Background: an optimization exercise with open tools, aiming at small area, a short achievable clock period and few clock cycles per item. Do not read the settings as production practice.
Only simulation tests tie the RTL to the original design; equivalence was not proved.
No activity file was given, so power comes from the tool's default toggle rates.

rev 12:
## ordered_list_engine
module ordered_list_engine #(
  parameter int CAPACITY = 16
) (
  input  logic               clk_i,
  input  logic               rst_ni,
  input  logic               in_valid_i,
  output logic               in_stall_o,
  input  logic [1:0]         kind_i,
  input  logic signed [31:0] key_i,
  input  logic signed [31:0] item_i,
  output logic               out_valid_o,
  input  logic               out_stall_i,
  output logic signed [31:0] value_o,
  output logic [2:0]         status_o,
  output logic [4:0]         count_o,
  output logic               last_o
);
  localparam int N = 16;
  logic        req_v_q, stall_q, more_q;
  logic        load_q;         
  logic        push_q, rem_q, ins_q, dump_q, grow_q;    
  logic [31:0] item_q;
  logic [31:0] val [N];
  logic [N-1:0] vld, hsrc, hit, hit_next;
  logic [N-1:0] incl;            
  logic [4:0]  cnt_q;
  logic [3:0]  idx_q;
  logic        out_v_q, skid_v_q;
  logic        out_nv_q;       
  logic [31:0] out_val_q;
  logic        skid_dump_q;    
  logic [2:0]  out_st_q, skid_st_q;
  logic [4:0]  out_cnt_q, skid_cnt_q;
  logic        out_last_q, skid_last_q;
  logic exec, is_push, is_rem, is_ins, is_dump, full, empty, any_hit;
  logic ins_go, rem_go, rot, take, load, in_acc, item_hit, to_out;
  logic [31:0] ibus;
  assign exec     = req_v_q && !skid_v_q;
  assign is_push  = push_q;
  assign is_rem   = rem_q;
  ...
Size: about 650 flip-flops, about 110 I/O pins.
==> flow/config.mk <==
export PLATFORM = sky130hd
export DESIGN_NAME = ordered_list_engine
export DESIGN_NICKNAME = ordered_list_engine
export VERILOG_FILES = /design/flow/design.v
export SDC_FILE = /design/flow/constraint.sdc
export NUM_CORES = 4
export LEC_CHECK = 0
export CAP_MARGIN = 20
export CORE_MARGIN = 2
export CORE_UTILIZATION = 45
export SETUP_SLACK_MARGIN = 3.55
export SLEW_MARGIN = 20
==> flow/constraint.sdc <==
create_clock -name core_clock -period 6.0 [get_ports {clk_i}]
set_input_delay 1.2000 -clock core_clock [delete_from_list [all_inputs] [get_ports {clk_i}]]
set_output_delay 1.2000 -clock core_clock [all_outputs]
set_load 0.01 [all_outputs]
standard.sh (not shown) runs the stock make flow with config.mk's settings and CLKGATE_MAP_FILE= SYNTH_SCRIPT=/design/flow/synth_recipe.tcl, a recipe that flattens the netlist after the stock synthesis.
==> flow/flow/run.sh <==
#!/bin/bash
# The standard layout, with the port buffers made of plain buffers and the
# resizer free to change a cell's footprint (the platform default keeps each
# cell in its footprint, so the port buffers stay slow delay cells), and a
# clock tree without dummy loads.
set -euo pipefail
bash standard.sh MATCH_CELL_FOOTPRINT=0 \
  "BUFFER_PORTS_ARGS=-buffer_cell sky130_fd_sc_hd__buf_2" \
  "CTS_ARGS=-sink_clustering_enable -repair_clock_nets -dont_use_dummy_load" \
  finish > make.log 2>&1
Rev 12 ended with every stage complete and zero timing, DRC or antenna violations.
Testbench counts of rev 12, summed over its fixed seeds: cycles 6,003, items 3,072.
#### Input delta (rev 13 over rev 12)
Settings: SETUP_SLACK_MARGIN now 3.3, was 3.55; CORE_UTILIZATION now 50, was 45.
## What came out
- Rev 13 | status: complete | timing, DRC, antenna: pass
- Logic depth of the worst register-to-register path was lower in rev 12 than in rev 13.
- Critical path depth came out exactly the same in rev 13 and rev 12.
- Looking at net switching power, rev 13 sits 4.2% lower than rev 12 does.
- Clock period minus final worst setup slack in rev 13 vs rev 12: up 280 ps
- Rev 13 ended up with key_i[17] as its launch point of the critical path; rev 12 ended up with key_i[23].
- Clock-buffer cell count: lower on rev 13
- Rev 13 vs rev 12: cell area down by a few percent
- Taking rev 12 as the reference, in rev 13 wire length of the first global-routing pass saw a decrease; clock-pin slew on the worst setup and hold paths saw little to no change; final worst setup slack saw a decrease.


Setup of run 1:
Starting RTL as in the previous note.
export LEC_CHECK = 0
export CAP_MARGIN = 20
export CORE_MARGIN = 2
export CORE_UTILIZATION = 50
export SETUP_SLACK_MARGIN = 3.45
export SLEW_MARGIN = 20
create_clock -name core_clock -period 6.0 [get_ports {clk_i}]
Scripts as last shown in full above: flow/flow/run.sh
Testbench counts of run 1, summed over its fixed seeds: cycles 6,003, items 3,072.
Input changes introduced in run 2 (baseline for comparison: run 1):
# run 1
export LEC_CHECK = 0
export CAP_MARGIN = 20
export CORE_MARGIN = 2
export CORE_UTILIZATION = 50
export SETUP_SLACK_MARGIN = 3.45
export SLEW_MARGIN = 20
create_clock -name core_clock -period 6.0 [get_ports {clk_i}]
# run 2
export LEC_CHECK = 0
export CAP_MARGIN = 20
export CORE_MARGIN = 2
export CORE_UTILIZATION = 45
export SETUP_SLACK_MARGIN = 3.3
export SLEW_MARGIN = 20
create_clock -name core_clock -period 6.0 [get_ports {clk_i}]
--- outcome ---
Of run 2 and run 1, the run reporting the higher number of setup buffers added after CTS was run 1. Against run 1 as the reference, run 2 delivers a lower final core area utilization. Compared with run 1, in run 2 maximum operating frequency lower; global routing usage on met3 lower.
#### Input delta (run 3 over run 2)
# run 2
export LEC_CHECK = 0
export CAP_MARGIN = 20
export CORE_MARGIN = 2
export CORE_UTILIZATION = 45
export SETUP_SLACK_MARGIN = 3.3
export SLEW_MARGIN = 20
create_clock -name core_clock -period 6.0 [get_ports {clk_i}]
# run 3
export LEC_CHECK = 0
export CAP_MARGIN = 20
export CORE_MARGIN = 2
export CORE_UTILIZATION = 50
export SETUP_SLACK_MARGIN = 3.6
export SLEW_MARGIN = 20
create_clock -name core_clock -period 6.0 [get_ports {clk_i}]
[summary]
When run 3 is measured against run 2, its clock distribution area overhead in the final layout turns out 0.25 points lower.
Between run 2 and run 3, the flow reports post-route cell area increasing by a little under 10%.
Run 3 against run 2: count of clock-buffer cells in the layout now sits higher; share of total power in the clock network dropped 1.4 points.
Cmp run 2 and run 3 / vertical die dimension / lower: run 3
Looking at setup slack after layout across both flows, run 3 is the stronger of the two, with run 2 trailing.
Delta(hold slack, run 3 - run 2) > 0
Wire: run 3 routes more than run 2
For run 4, these inputs were changed with respect to run 3:
# run 3
export LEC_CHECK = 0
export CAP_MARGIN = 20
export CORE_MARGIN = 2
export CORE_UTILIZATION = 50
export SETUP_SLACK_MARGIN = 3.6
export SLEW_MARGIN = 20
create_clock -name core_clock -period 6.0 [get_ports {clk_i}]
# run 4
export LEC_CHECK = 0
export CAP_MARGIN = 20
export CORE_MARGIN = 2
export CORE_UTILIZATION = 55
export SETUP_SLACK_MARGIN = 3.3
export SLEW_MARGIN = 20
create_clock -name core_clock -period 6.0 [get_ports {clk_i}]
==> comparison <==
- [compare] base=run 3 new=run 4: worst supply voltage drop on vdd climbed 37 uV; average vias per placed instance climbed 0.68%; initial antenna violation count dropped 1; weighted congestion at the end of routability-driven global placement climbed about 4%.
- Comparing run 4 and run 3, the higher layout clock buffer count was measured on run 3.
- Final cell count without fillers went down by a few percent going from run 3 to run 4.
- Between run 3 and run 4, switching share of total power decreased.
- The multi-input logic portion of the cell area number comes out higher for run 4 vs run 3.
- Diff run 4..run 3 | flip-flop and latch count | negligible
- Compare run 4 and run 3 | non-clock buffering overhead in the final layout lower: run 4

==> separate check: timing with driven ports <==
The results above use ideal ports. As a check the final layouts listed here were re-extracted and re-timed, cells and wires unchanged. Step 1 sets driving cells, clkbuf_16 on the clock port and buf_2 on the other inputs (assumed; they add their load-dependent delay and slew). Step 2 also shifts input and output timing later by t, the mid clock arrival at the registers, as if the neighbouring blocks saw the same clock. Slacks: no drivers / after step 1 / after step 2; pairs: no drivers / after step 1.
| run | shift t [ns] | slack for setup (ns) | worst setup path at the end | worst register clock-pin slew, ns |
|---|---|---|---|---|
| rev 12 | 0.667 | 3.466 / 3.492 / 2.825 | input to register | 0.06 / 0.06 |
| rev 13 | 0.666 | 3.184 / 3.207 / 2.541 | input to register | 0.06 / 0.06 |
| run 1 | 0.672 | 3.423 / 3.461 / 2.789 | input to register | 0.06 / 0.06 |
| run 2 | 0.673 | 3.237 / 3.241 / 2.568 | input to register | 0.07 / 0.07 |
| run 3 | 0.686 | 3.379 / 3.395 / 2.709 | input to register | 0.06 / 0.06 |
| run 4 | 0.665 | 3.202 / 3.240 / 2.575 | input to register | 0.06 / 0.06 |
After both steps setup and hold are still met in every run listed. For run 3, which loses most, drivers alone change the setup slack by +0.016 ns; drivers and shift together by -0.670 ns.
